What follows belongs to an exercise in optimizing a design on an open flow for small area and a short achievable clock period; a production flow would make more cautious choices. In this exercise RTL edits were held to simulation tests only and were not proved equivalent to the original.

==> flow/design.v <==
`default_nettype none
package lsq_pkg;
	parameter int XLEN = 32;
	parameter int ROB_ID_BITS = 5;
	parameter int PTR_BITS = 5;
	localparam logic [1:0] BYTE = 2'h0;
	localparam logic [1:0] HALF = 2'h1;
	localparam logic [1:0] WORD = 2'h2;
	localparam int LQ_ROW_W  = 2 + 1 + PTR_BITS;
	localparam int LQ_TAIL_L = 0;
	localparam int LQ_SIGN_B = PTR_BITS;
	localparam int LQ_SIZE_L = PTR_BITS + 1;
	localparam int SQ_ROW_W  = 2 + XLEN + XLEN;
	localparam int SQ_DATA_L = 0;
	localparam int SQ_ADDR_L = XLEN;
	localparam int SQ_SIZE_L = 2*XLEN;
endpackage
`default_nettype wire
`timescale 1ns/100ps
`default_nettype none
module lsq_top (
	input  wire logic        clock,
	input  wire logic        reset,
	input  wire logic        dispatch_valid,
	input  wire logic        dispatch_is_store,
	input  wire logic [4:0]  dispatch_rob_id,
	input  wire logic [1:0]  dispatch_size,
	input  wire logic        dispatch_is_signed,
	input  wire logic        load_done_valid,
	input  wire logic [4:0]  load_done_rob_id,
	input  wire logic [31:0] load_done_addr,
	input  wire logic [31:0] load_done_mem_data,
	input  wire logic        store_done_valid,
	input  wire logic [4:0]  store_done_rob_id,
	input  wire logic [31:0] store_done_addr,
	input  wire logic [31:0] store_done_data,
	input  wire logic        retire_load,
	input  wire logic        retire_store,
	output logic             load_result_valid,
	output logic [4:0]       load_result_rob_id,
	output logic [31:0]      load_result_data,
	output logic             load_result_forwarded,
	output logic             store_commit_valid,
	output logic [31:0]      store_commit_addr,
	output logic [31:0]      store_commit_data,
	output logic [1:0]       store_commit_size,
	output logic [4:0]       lq_free,
	output logic [4:0]       sq_free
);
	localparam int LQ = 16;
	localparam int SQ = 8;
	logic [3:0]       sq_tail;               
	logic             sq_head_wrap;          
	logic [3:0]       sq_free_q;             
	logic [SQ-1:0]    sq_head_oh;            
	logic             sq_full, sq_empty, sq_alloc, sq_retire;
	logic [SQ-1:0][4:0]  sq_rob;
	logic [SQ-1:0][1:0]  sq_size;
	logic [SQ-1:0][31:0] sq_addr;
	logic [SQ-1:0][31:0] sq_data;
	logic [SQ-1:0]       sq_complete;
	logic [SQ-1:0]       sq_wr, sq_done_hit;
	assign sq_full   = (sq_free_q == 4'd0);
	assign sq_empty  = sq_free_q[3];
	assign sq_free   = {1'b0, sq_free_q};
	assign sq_alloc  = dispatch_valid && dispatch_is_store && !sq_full;
	assign sq_retire = retire_store && !sq_empty;
	always_ff @(posedge clock) begin
		if (reset) begin
			sq_head_wrap <= 1'b0;
			sq_tail    <= '0;
			sq_free_q  <= 4'd8;
			sq_head_oh <= 8'd1;
		end else begin
			if (sq_alloc)  sq_tail <= sq_tail + 4'd1;
			if (sq_retire) begin
				sq_head_wrap <= sq_head_wrap ^ sq_head_oh[SQ-1];
				sq_head_oh <= {sq_head_oh[SQ-2:0], sq_head_oh[SQ-1]};
			end
			if (sq_alloc && !sq_retire)
				sq_free_q <= sq_free_q - 4'd1;
			else if (sq_retire && !sq_alloc)
				sq_free_q <= sq_free_q + 4'd1;
		end
	end
	always_comb begin
		for (int j = 0; j < SQ; j++) begin
			sq_wr[j]       = sq_alloc && (sq_tail[2:0] == 3'(j));
			sq_done_hit[j] = store_done_valid && (sq_rob[j] == store_done_rob_id);
		end
	end
	always_ff @(posedge clock) begin
		for (int j = 0; j < SQ; j++) begin
			if (sq_wr[j]) begin
				sq_rob[j]  <= dispatch_rob_id;
				sq_size[j] <= dispatch_size;
			end
			if (sq_done_hit[j]) begin
				sq_addr[j] <= store_done_addr;
				sq_data[j] <= store_done_data;
			end
			if (sq_wr[j])
				sq_complete[j] <= 1'b0;
			else if (sq_done_hit[j])
				sq_complete[j] <= 1'b1;
		end
	end
	always_comb begin
		store_commit_valid = sq_retire;
		store_commit_addr  = '0;
		store_commit_data  = '0;
		store_commit_size  = '0;
		for (int j = 0; j < SQ; j++) begin
			store_commit_addr = store_commit_addr | ({32{sq_head_oh[j]}} & sq_addr[j]);
			store_commit_data = store_commit_data | ({32{sq_head_oh[j]}} & sq_data[j]);
			store_commit_size = store_commit_size | ({2{sq_head_oh[j]}} & sq_size[j]);
		end
	end
	logic [3:0]       lq_head, lq_tail;
	logic [4:0]       lq_free_q;             
	logic             lq_full, lq_empty, lq_alloc, lq_retire;
	logic [LQ-1:0][4:0] lq_rob;
	logic [LQ-1:0][1:0] lq_size;
	logic [LQ-1:0]      lq_sign;
	logic [LQ-1:0][3:0] lq_stail;              
	logic [LQ-1:0]      lq_valid;
	assign lq_full   = (lq_free_q == 5'd0);
	assign lq_empty  = lq_free_q[4];
	assign lq_free   = lq_free_q;
	assign lq_alloc  = dispatch_valid && !dispatch_is_store && !lq_full;
	assign lq_retire = retire_load && !lq_empty;
	always_ff @(posedge clock) begin
		if (reset) begin
			lq_head   <= '0;
			lq_tail   <= '0;
			lq_free_q <= 5'd16;
		end else begin
			if (lq_alloc)  lq_tail <= lq_tail + 4'd1;
			if (lq_retire) lq_head <= lq_head + 4'd1;
			if (lq_alloc && !lq_retire)
				lq_free_q <= lq_free_q - 5'd1;
			else if (lq_retire && !lq_alloc)
				lq_free_q <= lq_free_q + 5'd1;
		end
	end
	always_ff @(posedge clock) begin
		for (int i = 0; i < LQ; i++) begin
			if (lq_alloc && (lq_tail[3:0] == 4'(i))) begin
				lq_rob[i]   <= dispatch_rob_id;
				lq_size[i]  <= dispatch_size;
				lq_sign[i]  <= dispatch_is_signed;
				lq_stail[i] <= sq_tail;
			end
		end
	end
	always_ff @(posedge clock) begin
		if (reset) begin
			lq_valid <= '0;
		end else begin
			for (int i = 0; i < LQ; i++) begin
				if (lq_alloc && (lq_tail[3:0] == 4'(i)))
					lq_valid[i] <= 1'b1;
				else if (lq_retire && (lq_head[3:0] == 4'(i)))
					lq_valid[i] <= 1'b0;
			end
		end
	end
	logic [LQ-1:0] ld_hit_v;
	logic          ld_hit;
	logic [3:0]    ld_t;
	logic [1:0]    ld_size;
	logic          ld_sign;
	always_comb begin
		ld_t    = '0;
		ld_size = '0;
		ld_sign = 1'b0;
		for (int i = 0; i < LQ; i++) begin
			ld_hit_v[i] = lq_valid[i] && (lq_rob[i] == load_done_rob_id);
			ld_t    = ld_t    | ({4{ld_hit_v[i]}} & lq_stail[i]);
			ld_size = ld_size | ({2{ld_hit_v[i]}} & lq_size[i]);
			ld_sign = ld_sign | (ld_hit_v[i] & lq_sign[i]);
		end
		ld_hit = |ld_hit_v;
	end
	logic [SQ-1:0] below_h;
	logic [SQ-1:0] older;
	logic [SQ-1:0] cand;
	logic [SQ-1:0] sel;
	logic [SQ-1:0][SQ-1:0] younger_than;    
	always_comb begin
		for (int j = 0; j < SQ; j++) begin
			below_h[j] = |(sq_head_oh >> (j + 1));
		end
		for (int j = 0; j < SQ; j++) begin
			for (int k = 0; k < SQ; k++) begin
				if (k == j)
					younger_than[j][k] = 1'b0;
				else if (below_h[k] != below_h[j])
					younger_than[j][k] = below_h[k];
				else
					younger_than[j][k] = (k > j);
			end
		end
		for (int j = 0; j < SQ; j++) begin
			older[j] = sq_head_wrap ^ below_h[j] ^ ld_t[3] ^ (3'(j) < ld_t[2:0]);
			cand[j]  = older[j] && sq_complete[j]
				&& (sq_addr[j] == load_done_addr) && (sq_size[j] == ld_size);
		end
		for (int j = 0; j < SQ; j++) begin
			sel[j] = cand[j] && !(|(cand & younger_than[j]));
		end
	end
	logic [SQ-1:0] fillv;
	logic          mem_fill;
	always_comb begin
		for (int j = 0; j < SQ; j++)
			fillv[j] = ld_sign && ((ld_size == 2'd0) ? sq_data[j][7] : sq_data[j][15]);
		mem_fill = ld_sign && ((ld_size == 2'd0) ? load_done_mem_data[7] : load_done_mem_data[15]);
	end
	logic          res_valid;
	logic [4:0]    res_rob;
	logic [31:0]   res_mem;
	logic [SQ-1:0] res_sel;
	logic [SQ-1:0] res_fillv;
	logic          res_mem_fill;
	logic          res_fwd;
	logic          res_byte;
	logic          res_word;
	always_ff @(posedge clock) begin
		if (reset)
			res_valid <= 1'b0;
		else
			res_valid <= load_done_valid && ld_hit;
	end
	always_ff @(posedge clock) begin
		res_rob      <= load_done_rob_id;
		res_mem      <= load_done_mem_data;
		res_sel      <= sel;
		res_fillv    <= fillv;
		res_mem_fill <= mem_fill;
		res_fwd      <= |cand;
		res_byte     <= (ld_size == 2'd0);
		res_word     <= ld_size[1];
	end
	logic [31:0] raw;
	logic        fill;
	always_comb begin
		raw  = {32{!res_fwd}} & res_mem;
		fill = !res_fwd && res_mem_fill;
		for (int j = 0; j < SQ; j++) begin
			raw  = raw | ({32{res_sel[j]}} & sq_data[j]);
			fill = fill | (res_sel[j] && res_fillv[j]);
		end
		load_result_data[7:0]   = raw[7:0];
		load_result_data[15:8]  = res_byte ? {8{fill}} : raw[15:8];
		load_result_data[31:16] = res_word ? raw[31:16] : {16{fill}};
	end
	assign load_result_valid     = res_valid;
	assign load_result_rob_id    = res_rob;
	assign load_result_forwarded = res_fwd;
endmodule
`default_nettype wire
clock: 7.0 ns
lec_check: 0
cap_margin: 20
core_margin: 2
core_utilization: 40
cts_cluster_diameter: 70
cts_cluster_size: 25
setup_slack_margin: 3.2
slew_margin: 20
standard.sh (not shown) runs the stock make flow with config.mk's settings and CLKGATE_MAP_FILE= SYNTH_SCRIPT=/design/flow/synth_recipe.tcl, a recipe that flattens the netlist after the stock synthesis.
==> flow/flow/run.sh <==
#!/bin/bash
# The standard layout (the standard.sh, standard synthesis included), except that the
# port buffers are plain sky130_fd_sc_hd__buf_2 cells instead of the delay buffers that
# buffer_ports picks on its own. Every input and output port still gets its buffer.
set -euo pipefail
export BUFFER_PORTS_ARGS="-buffer_cell sky130_fd_sc_hd__buf_2"
bash standard.sh finish > standard_make.log 2>&1
Rerun with:
--- a/flow/design.v
+++ b/flow/design.v
@@ -46,14 +46,13 @@
 	output logic [1:0]       store_commit_size,
 	output logic [4:0]       lq_free,
 	output logic [4:0]       sq_free
 );
 	localparam int LQ = 16;
 	localparam int SQ = 8;
-	logic [3:0]       sq_tail;               
-	logic             sq_head_wrap;          
+	logic [3:0]       sq_head, sq_tail;      
 	logic [3:0]       sq_free_q;             
 	logic [SQ-1:0]    sq_head_oh;            
 	logic             sq_full, sq_empty, sq_alloc, sq_retire;
 	logic [SQ-1:0][4:0]  sq_rob;
 	logic [SQ-1:0][1:0]  sq_size;
 	logic [SQ-1:0][31:0] sq_addr;
@@ -64,20 +63,20 @@
 	assign sq_empty  = sq_free_q[3];
 	assign sq_free   = {1'b0, sq_free_q};
 	assign sq_alloc  = dispatch_valid && dispatch_is_store && !sq_full;
 	assign sq_retire = retire_store && !sq_empty;
 	always_ff @(posedge clock) begin
 		if (reset) begin
-			sq_head_wrap <= 1'b0;
+			sq_head    <= '0;
 			sq_tail    <= '0;
 			sq_free_q  <= 4'd8;
 			sq_head_oh <= 8'd1;
 		end else begin
 			if (sq_alloc)  sq_tail <= sq_tail + 4'd1;
 			if (sq_retire) begin
-				sq_head_wrap <= sq_head_wrap ^ sq_head_oh[SQ-1];
+				sq_head    <= sq_head + 4'd1;
 				sq_head_oh <= {sq_head_oh[SQ-2:0], sq_head_oh[SQ-1]};
 			end
 			if (sq_alloc && !sq_retire)
 				sq_free_q <= sq_free_q - 4'd1;
 			else if (sq_retire && !sq_alloc)
 				sq_free_q <= sq_free_q + 4'd1;
@@ -199,13 +198,13 @@
 					younger_than[j][k] = below_h[k];
 				else
 					younger_than[j][k] = (k > j);
 			end
 		end
 		for (int j = 0; j < SQ; j++) begin
-			older[j] = sq_head_wrap ^ below_h[j] ^ ld_t[3] ^ (3'(j) < ld_t[2:0]);
+			older[j] = sq_head[3] ^ below_h[j] ^ ld_t[3] ^ (3'(j) < ld_t[2:0]);
 			cand[j]  = older[j] && sq_complete[j]
 				&& (sq_addr[j] == load_done_addr) && (sq_size[j] == ld_size);
 		end
 		for (int j = 0; j < SQ; j++) begin
 			sel[j] = cand[j] && !(|(cand & younger_than[j]));
 		end
Worst hold slack gains 0.0039 ns; final cell count grows by about 0.5%; non-clock buffer count grows by 6; via count grows by 1.6%; synthesized cell count grows by 0.53%; core utilization shrinks by 0.19 points; maximum frequency shrinks by 0.36%; routed wire length grows by about 5.6%; final area shrinks by about 0.4%.

==> what the ideal ports hide <==
In the flow no input, the clock included, has a driving cell. The finished layouts below were timed again as built, in two steps.
Step 1: set_driving_cell puts a clkbuf_16 on clock and a buf_2 on each other input, an assumption about the parent block.
Step 2 times the ports against the registers' clock, not the clock port: input delays grow and output delays shrink by t, the midpoint of the rising clock arrivals with the driver on.
Three values: ideal, step 1, step 2; two values: the first two.
| run | t, ns | setup slack, ns | worst hold slack (ns) |
|---|---|---|---|
| the first run | 0.718 | 3.158 / 3.030 / 2.312 | 0.495 / 0.495 / 0.495 |
| the second run | 0.736 | 3.144 / 3.066 / 2.348 | 0.499 / 0.499 / 0.499 |
After both steps setup and hold are still met in every run listed. For the first run, which loses most, drivers alone change the setup slack by -0.128 ns; drivers and shift together by -0.846 ns.
